Background: an optimization exercise with open tools, aiming at small area and a short achievable clock period. Do not read the settings as production practice. At most, simulation tests tie the RTL to the original design; equivalence was not proved.

==> run a: inputs <==
==> flow/design.v <==
module chan_reload_streamer #(
  parameter int FIFO_AW = 6,
  parameter int DATA_W  = 32
) (
  input  logic              user_clk,
  input  logic              user_rstn,
  input  logic [DATA_W-1:0] cfg_reload_data,
  input  logic              cfg_reload_update,
  input  logic              cfg_reload_last,
  input  logic              cfg_chan_reset,
  output logic [DATA_W-1:0] m_axis_reload_tdata,
  output logic              m_axis_reload_tvalid,
  output logic              m_axis_reload_tlast,
  input  logic              m_axis_reload_tready,
  output logic [7:0]        m_axis_config_tdata,
  output logic              m_axis_config_tvalid,
  input  logic              m_axis_config_tready,
  output logic              status_reload_overflow,
  output logic              status_reload_busy,
  output logic [15:0]       status_frames_done
);
  localparam int DEPTH = 1 << FIFO_AW;
  localparam int W     = DATA_W + 1;
  logic [W-1:0]       r_mem [DEPTH];
  logic [FIFO_AW-1:0] r_wp;
  logic [FIFO_AW-1:0] r_rp;           
  logic [FIFO_AW:0]   r_cnt;          
  logic [FIFO_AW:0]   r_pend;         
  logic               r_upd_q;
  logic               r_ovf;
  logic               r_busy;
  logic [15:0]        r_fd;
  logic               r_tv;
  logic               r_tl;
  logic [DATA_W-1:0]  r_td;
  logic             w_full;
  logic             w_push_req;
  logic             w_push;
  logic             w_hs;
  logic             w_hs_last;
  logic             w_hold;
  logic             w_adv;
  logic             w_pend_nz;
  logic             w_pend_ge2;
  logic [W-1:0]     w_rd;
  assign w_full     = r_cnt[FIFO_AW];
  assign w_push_req = cfg_reload_update & ~r_upd_q & ~cfg_chan_reset;
  assign w_push     = w_push_req & ~w_full;
  assign w_hs       = r_tv & m_axis_reload_tready;
  assign w_hs_last  = w_hs & r_tl;
  assign w_pend_nz  = (r_pend != '0);
  assign w_pend_ge2 = (r_pend[FIFO_AW:1] != '0);
  assign w_hold     = r_tv & ~m_axis_reload_tready;
  assign w_adv      = r_tv ? (~r_tl | w_pend_ge2) : w_pend_nz;
  always_comb begin
    w_rd = '0;
    for (int i = 0; i < DEPTH; i++)
      w_rd = w_rd | (r_mem[i] & {W{r_rp == FIFO_AW'(i)}});
  end
  always_ff @(posedge user_clk) begin
    if (w_push) r_mem[r_wp] <= {cfg_reload_last, cfg_reload_data};
  end
  always_ff @(posedge user_clk or negedge user_rstn) begin
    if (!user_rstn) begin
      r_wp    <= '0;
      r_rp    <= '0;
      r_cnt   <= '0;
      r_pend  <= '0;
      r_upd_q <= 1'b0;
      r_ovf   <= 1'b0;
      r_busy  <= 1'b0;
      r_fd    <= '0;
      r_tv    <= 1'b0;
      r_tl    <= 1'b0;
      r_td    <= '0;
    end else begin
      r_upd_q <= cfg_reload_update;
      if (w_hs_last) r_fd <= r_fd + 16'd1;
      if (cfg_chan_reset) begin
        r_wp   <= '0;
        r_rp   <= '0;
        r_cnt  <= '0;
        r_pend <= '0;
        r_ovf  <= 1'b0;
        r_busy <= 1'b0;
        r_tv   <= 1'b0;
        r_tl   <= 1'b0;
        r_td   <= '0;
      end else begin
        if (w_push_req && w_full) r_ovf <= 1'b1;
        if (w_push) r_wp <= r_wp + 1'b1;
        r_cnt  <= r_cnt + {{FIFO_AW{1'b0}}, w_push} - {{FIFO_AW{1'b0}}, w_hs};
        r_pend <= r_pend + {{FIFO_AW{1'b0}}, w_push & cfg_reload_last} - {{FIFO_AW{1'b0}}, w_hs_last};
        r_busy <= w_push | (r_cnt[FIFO_AW:1] != '0) | (r_cnt[0] & ~w_hs);
        if (!w_hold) begin
          r_tv <= w_adv;
          if (w_adv) begin
            r_rp <= r_rp + 1'b1;
            {r_tl, r_td} <= w_rd;
          end else begin
            {r_tl, r_td} <= '0;
          end
        end
      end
    end
  end
  assign m_axis_reload_tdata    = r_td;
  assign m_axis_reload_tvalid   = r_tv;
  assign m_axis_reload_tlast    = r_tl;
  assign m_axis_config_tdata    = 8'h00;
  assign m_axis_config_tvalid   = 1'b0;
  assign status_reload_overflow = r_ovf;
  assign status_reload_busy     = r_busy;
  assign status_frames_done     = r_fd;
  logic w_unused_cfg_tready;
  assign w_unused_cfg_tready = m_axis_config_tready;
endmodule
==> flow/run.sh <==
#!/bin/bash
# synth_recipe.tcl (not shown) runs the flow's synth.tcl, then flattens the netlist and writes it again
# the make line also repeats each setting of config.mk as NAME=value (left out here)
make -C /OpenROAD-flow-scripts/flow DESIGN_CONFIG=/design/flow/config.mk WORK_HOME=/design/flow/orfs CLKGATE_MAP_FILE= SYNTH_SCRIPT=/design/flow/synth_recipe.tcl finish
==> flow/config.mk <==
export PLATFORM = sky130hd
export DESIGN_NAME = chan_reload_streamer
export DESIGN_NICKNAME = chan_reload_streamer
export VERILOG_FILES = /design/flow/design.v
export SDC_FILE = /design/flow/constraint.sdc
export NUM_CORES = 4
export LEC_CHECK = 0
export CAP_MARGIN = 20
export CORE_MARGIN = 2
export CORE_UTILIZATION = 45
export PLACE_DENSITY = 0.6
export SLEW_MARGIN = 20
==> flow/constraint.sdc <==
create_clock -name core_clock -period 5.8 [get_ports {user_clk}]
set_input_delay 1.1600 -clock core_clock [delete_from_list [all_inputs] [get_ports {user_clk}]]
set_output_delay 1.1600 -clock core_clock [all_outputs]
set_load 0.01 [all_outputs]
==> inputs of run b, as changes to run a <==
--- a/flow/design.v
+++ b/flow/design.v
@@ -44,4 +44,10 @@
   logic             w_pend_ge2;
   logic [W-1:0]     w_rd;
+  logic [DEPTH-1:0] r_rsel;
+  always_ff @(posedge user_clk or negedge user_rstn) begin
+    if (!user_rstn) r_rsel <= DEPTH'(1);
+    else if (cfg_chan_reset) r_rsel <= DEPTH'(1);
+    else if (!w_hold && w_adv) r_rsel <= {r_rsel[DEPTH-2:0], r_rsel[DEPTH-1]};
+  end
   assign w_full     = r_cnt[FIFO_AW];
   assign w_push_req = cfg_reload_update & ~r_upd_q & ~cfg_chan_reset;
@@ -56,5 +62,5 @@
     w_rd = '0;
     for (int i = 0; i < DEPTH; i++)
-      w_rd = w_rd | (r_mem[i] & {W{r_rp == FIFO_AW'(i)}});
+      w_rd = w_rd | (r_mem[i] & {W{r_rsel[i]}});
   end
   always_ff @(posedge user_clk) begin
SETUP_SLACK_MARGIN = 3.2   (was default)
==> inputs of run c, as changes to run a <==
--- a/flow/design.v
+++ b/flow/design.v
@@ -23,16 +23,21 @@
   localparam int W     = DATA_W + 1;
   logic [W-1:0]       r_mem [DEPTH];
-  logic [FIFO_AW-1:0] r_wp;
-  logic [FIFO_AW-1:0] r_rp;           
-  logic [FIFO_AW:0]   r_cnt;          
-  logic [FIFO_AW:0]   r_pend;         
+  logic [W-1:0]       r_sd;           
+  logic               r_sv;           
+  logic [FIFO_AW:0]   r_wc;           
+  logic [FIFO_AW:0]   r_rc;           
+  logic [FIFO_AW:0]   r_pin;          
+  logic [FIFO_AW:0]   r_pout;         
+  logic [DEPTH-1:0]   r_rsel;         
+  logic               r_full;         
+  logic               r_busy;         
+  logic               r_pnz;          
+  logic               r_pge2;         
   logic               r_upd_q;
   logic               r_ovf;
-  logic               r_busy;
   logic [15:0]        r_fd;
   logic               r_tv;
   logic               r_tl;
   logic [DATA_W-1:0]  r_td;
-  logic             w_full;
   logic             w_push_req;
   logic             w_push;
@@ -41,33 +46,49 @@
   logic             w_hold;
   logic             w_adv;
-  logic             w_pend_nz;
-  logic             w_pend_ge2;
+  logic             w_pinc;
+  logic [FIFO_AW:0] w_cnt;
+  logic [FIFO_AW:0] w_pend;
+  logic             w_cnt_eq1;
+  logic             w_cnt_ge2;
+  logic             w_cnt_eq63;
+  logic             w_pend_ge3;
   logic [W-1:0]     w_rd;
-  assign w_full     = r_cnt[FIFO_AW];
   assign w_push_req = cfg_reload_update & ~r_upd_q & ~cfg_chan_reset;
-  assign w_push     = w_push_req & ~w_full;
+  assign w_push     = w_push_req & ~r_full;
   assign w_hs       = r_tv & m_axis_reload_tready;
   assign w_hs_last  = w_hs & r_tl;
-  assign w_pend_nz  = (r_pend != '0);
-  assign w_pend_ge2 = (r_pend[FIFO_AW:1] != '0);
   assign w_hold     = r_tv & ~m_axis_reload_tready;
-  assign w_adv      = r_tv ? (~r_tl | w_pend_ge2) : w_pend_nz;
+  assign w_pinc     = r_sv & r_sd[DATA_W];
+  assign w_adv      = r_tv ? (~r_tl | r_pge2) : r_pnz;
+  assign w_cnt      = r_wc - r_rc;
+  assign w_pend     = r_pin - r_pout;
+  assign w_cnt_eq1  = (w_cnt == FIFO_AW'(1));
+  assign w_cnt_ge2  = (w_cnt[FIFO_AW:1] != '0);
+  assign w_cnt_eq63 = (w_cnt == (FIFO_AW + 1)'(DEPTH - 1));
+  assign w_pend_ge3 = (w_pend > (FIFO_AW + 1)'(2));
   always_comb begin
     w_rd = '0;
     for (int i = 0; i < DEPTH; i++)
-      w_rd = w_rd | (r_mem[i] & {W{r_rp == FIFO_AW'(i)}});
+      w_rd = w_rd | (r_mem[i] & {W{r_rsel[i]}});
   end
   always_ff @(posedge user_clk) begin
-    if (w_push) r_mem[r_wp] <= {cfg_reload_last, cfg_reload_data};
+    r_sd <= {cfg_reload_last, cfg_reload_data};
+    for (int i = 0; i < DEPTH; i++)
+      if (r_sv && r_wc[FIFO_AW-1:0] == FIFO_AW'(i + 1)) r_mem[i] <= r_sd;
   end
   always_ff @(posedge user_clk or negedge user_rstn) begin
     if (!user_rstn) begin
-      r_wp    <= '0;
-      r_rp    <= '0;
-      r_cnt   <= '0;
-      r_pend  <= '0;
+      r_sv    <= 1'b0;
+      r_wc    <= '0;
+      r_rc    <= '0;
+      r_pin   <= '0;
+      r_pout  <= '0;
+      r_rsel  <= DEPTH'(1);
+      r_full  <= 1'b0;
+      r_busy  <= 1'b0;
+      r_pnz   <= 1'b0;
+      r_pge2  <= 1'b0;
       r_upd_q <= 1'b0;
       r_ovf   <= 1'b0;
-      r_busy  <= 1'b0;
       r_fd    <= '0;
       r_tv    <= 1'b0;
@@ -76,25 +97,34 @@
     end else begin
       r_upd_q <= cfg_reload_update;
+      r_sv    <= w_push;
       if (w_hs_last) r_fd <= r_fd + 16'd1;
       if (cfg_chan_reset) begin
-        r_wp   <= '0;
-        r_rp   <= '0;
-        r_cnt  <= '0;
-        r_pend <= '0;
+        r_wc   <= '0;
+        r_rc   <= '0;
+        r_pin  <= '0;
+        r_pout <= '0;
+        r_rsel <= DEPTH'(1);
+        r_full <= 1'b0;
+        r_busy <= 1'b0;
+        r_pnz  <= 1'b0;
+        r_pge2 <= 1'b0;
         r_ovf  <= 1'b0;
-        r_busy <= 1'b0;
         r_tv   <= 1'b0;
         r_tl   <= 1'b0;
         r_td   <= '0;
       end else begin
-        if (w_push_req && w_full) r_ovf <= 1'b1;
-        if (w_push) r_wp <= r_wp + 1'b1;
-        r_cnt  <= r_cnt + {{FIFO_AW{1'b0}}, w_push} - {{FIFO_AW{1'b0}}, w_hs};
-        r_pend <= r_pend + {{FIFO_AW{1'b0}}, w_push & cfg_reload_last} - {{FIFO_AW{1'b0}}, w_hs_last};
-        r_busy <= w_push | (r_cnt[FIFO_AW:1] != '0) | (r_cnt[0] & ~w_hs);
+        if (w_push_req && r_full) r_ovf <= 1'b1;
+        if (w_push) r_wc <= r_wc + 1'b1;
+        if (w_hs) r_rc <= r_rc + 1'b1;
+        if (w_pinc) r_pin <= r_pin + 1'b1;
+        if (w_hs_last) r_pout <= r_pout + 1'b1;
+        r_full <= ~w_hs & (r_full | (w_push & w_cnt_eq63));
+        r_busy <= w_push | w_cnt_ge2 | (w_cnt_eq1 & ~w_hs);
+        r_pnz  <= w_pinc | (w_hs_last ? r_pge2 : r_pnz);
+        r_pge2 <= w_pinc ? (w_hs_last ? r_pge2 : r_pnz) : (w_hs_last ? w_pend_ge3 : r_pge2);
         if (!w_hold) begin
           r_tv <= w_adv;
           if (w_adv) begin
-            r_rp <= r_rp + 1'b1;
+            r_rsel <= {r_rsel[DEPTH-2:0], r_rsel[DEPTH-1]};
             {r_tl, r_td} <= w_rd;
           end else begin
CTS_CLUSTER_DIAMETER = 60   (was default)
CTS_CLUSTER_SIZE = 30   (was default)
SETUP_SLACK_MARGIN = 3.2   (was default)
==> inputs of run d, as changes to run a <==
--- a/flow/design.v
+++ b/flow/design.v
@@ -23,6 +23,8 @@
   localparam int W     = DATA_W + 1;
   logic [W-1:0]       r_mem [DEPTH];
+  logic [W-1:0]       r_sd;           
+  logic               r_sv;           
   logic [FIFO_AW-1:0] r_wp;
-  logic [FIFO_AW-1:0] r_rp;           
+  logic [DEPTH-1:0]   r_rsel;         
   logic [FIFO_AW:0]   r_cnt;          
   logic [FIFO_AW:0]   r_pend;         
@@ -56,13 +58,15 @@
     w_rd = '0;
     for (int i = 0; i < DEPTH; i++)
-      w_rd = w_rd | (r_mem[i] & {W{r_rp == FIFO_AW'(i)}});
+      w_rd = w_rd | (r_mem[i] & {W{r_rsel[i]}});
   end
   always_ff @(posedge user_clk) begin
-    if (w_push) r_mem[r_wp] <= {cfg_reload_last, cfg_reload_data};
+    r_sd <= {cfg_reload_last, cfg_reload_data};
+    if (r_sv) r_mem[r_wp - 1'b1] <= r_sd;
   end
   always_ff @(posedge user_clk or negedge user_rstn) begin
     if (!user_rstn) begin
+      r_sv    <= 1'b0;
       r_wp    <= '0;
-      r_rp    <= '0;
+      r_rsel  <= DEPTH'(1);
       r_cnt   <= '0;
       r_pend  <= '0;
@@ -76,8 +80,9 @@
     end else begin
       r_upd_q <= cfg_reload_update;
+      r_sv    <= w_push;
       if (w_hs_last) r_fd <= r_fd + 16'd1;
       if (cfg_chan_reset) begin
         r_wp   <= '0;
-        r_rp   <= '0;
+        r_rsel <= DEPTH'(1);
         r_cnt  <= '0;
         r_pend <= '0;
@@ -91,10 +96,10 @@
         if (w_push) r_wp <= r_wp + 1'b1;
         r_cnt  <= r_cnt + {{FIFO_AW{1'b0}}, w_push} - {{FIFO_AW{1'b0}}, w_hs};
-        r_pend <= r_pend + {{FIFO_AW{1'b0}}, w_push & cfg_reload_last} - {{FIFO_AW{1'b0}}, w_hs_last};
+        r_pend <= r_pend + {{FIFO_AW{1'b0}}, r_sv & r_sd[DATA_W]} - {{FIFO_AW{1'b0}}, w_hs_last};
         r_busy <= w_push | (r_cnt[FIFO_AW:1] != '0) | (r_cnt[0] & ~w_hs);
         if (!w_hold) begin
           r_tv <= w_adv;
           if (w_adv) begin
-            r_rp <= r_rp + 1'b1;
+            r_rsel <= {r_rsel[DEPTH-2:0], r_rsel[DEPTH-1]};
             {r_tl, r_td} <= w_rd;
           end else begin
SETUP_SLACK_MARGIN = 3.2   (was default)
==> notes.md <==
| metric | run b | run c | run d | run a |
|---|---|---|---|---|
| CP max FO | 35 | 24 | 8 | 52 |
| Post-route worst setup slack | 3.10 ns | 3.05 ns | 2.74 ns | 1.18 ns |
| Data buffer area share | 5.95% | 5.48% | 11.3% | 3.52% |
| Fin util | 53.8% | 51.9% | 57.0% | 51.9% |
| Count of instances resized after the clock tree is built | 501 | 434 | 642 | 0 |
| Status | complete, no violations | complete, no violations | complete, no violations | complete, no violations |
| Area share of xor/xnor cells in the synthesized design | 0.245% | 0.472% | 0.264% | 0.309% |
| TritonCTS Sinks | 2249 | 2294 | 2283 | 2191 |
| Clock transition at path regs | 0.06 ns | 0.10 ns | 0.08 ns | 0.06 ns |
| Met3 routing resource usage after global routing | 11.9% | 12.0% | 15.4% | 8.77% |
| Portion of the post-synthesis area used by sequential elements | 81.4% | 81.2% | 81.4% | 77.0% |
| Share of synthesized area spent on multiplexers | 0.0381% | 0.0375% | 0.0528% | 0.0722% |
| First element of the critical path | cfg_chan_reset | r_rsel[58] | r_wp[1] | r_rp[3] |
| WP data required | 6.62 ns | 6.54 ns | 6.36 ns | 6.54 ns |
Testbench counts of run a, summed over its fixed seeds: drain cycles 8,517.
Testbench counts of run b, summed over its fixed seeds: drain cycles 8,517.
Testbench counts of run c, summed over its fixed seeds: drain cycles 8,517.
No functional check of the RTL was part of run d.

re-timing with driven ports:
How much do the figures lean on ideal ports? The routed layouts below were timed once more, with nothing changed but the port constraints. Step 1 (the two cells are an assumption about what drives the block):
set clk [get_ports {user_clk}]
set_driving_cell -lib_cell sky130_fd_sc_hd__clkbuf_16 $clk
set_driving_cell -lib_cell sky130_fd_sc_hd__buf_2 [delete_from_list [all_inputs] $clk]
Step 2 also shifts input and output timing later by t, the mid clock arrival at the registers, as if the neighbouring blocks saw the same clock. Slacks: no drivers / after step 1 / after step 2; pairs: no drivers / after step 1.
run	t, ns	setup WS [ns]	slew at the worst register clock pin (ns)	worst data-port slew with drivers (ns)
run a	0.961	1.184 / 1.184 / 0.701	0.07 / 0.07	0.25
run b	0.953	3.102 / 3.087 / 2.219	0.07 / 0.07	0.31
run c	0.919	3.049 / 3.049 / 2.449	0.12 / 0.12	0.19
run d	0.984	2.737 / 2.737 / 2.334	0.08 / 0.08	0.06
After both steps every run listed still meets setup and hold. The setup slack of run b, which loses most, moves by -0.015 ns with the drivers and by -0.883 ns with both steps.
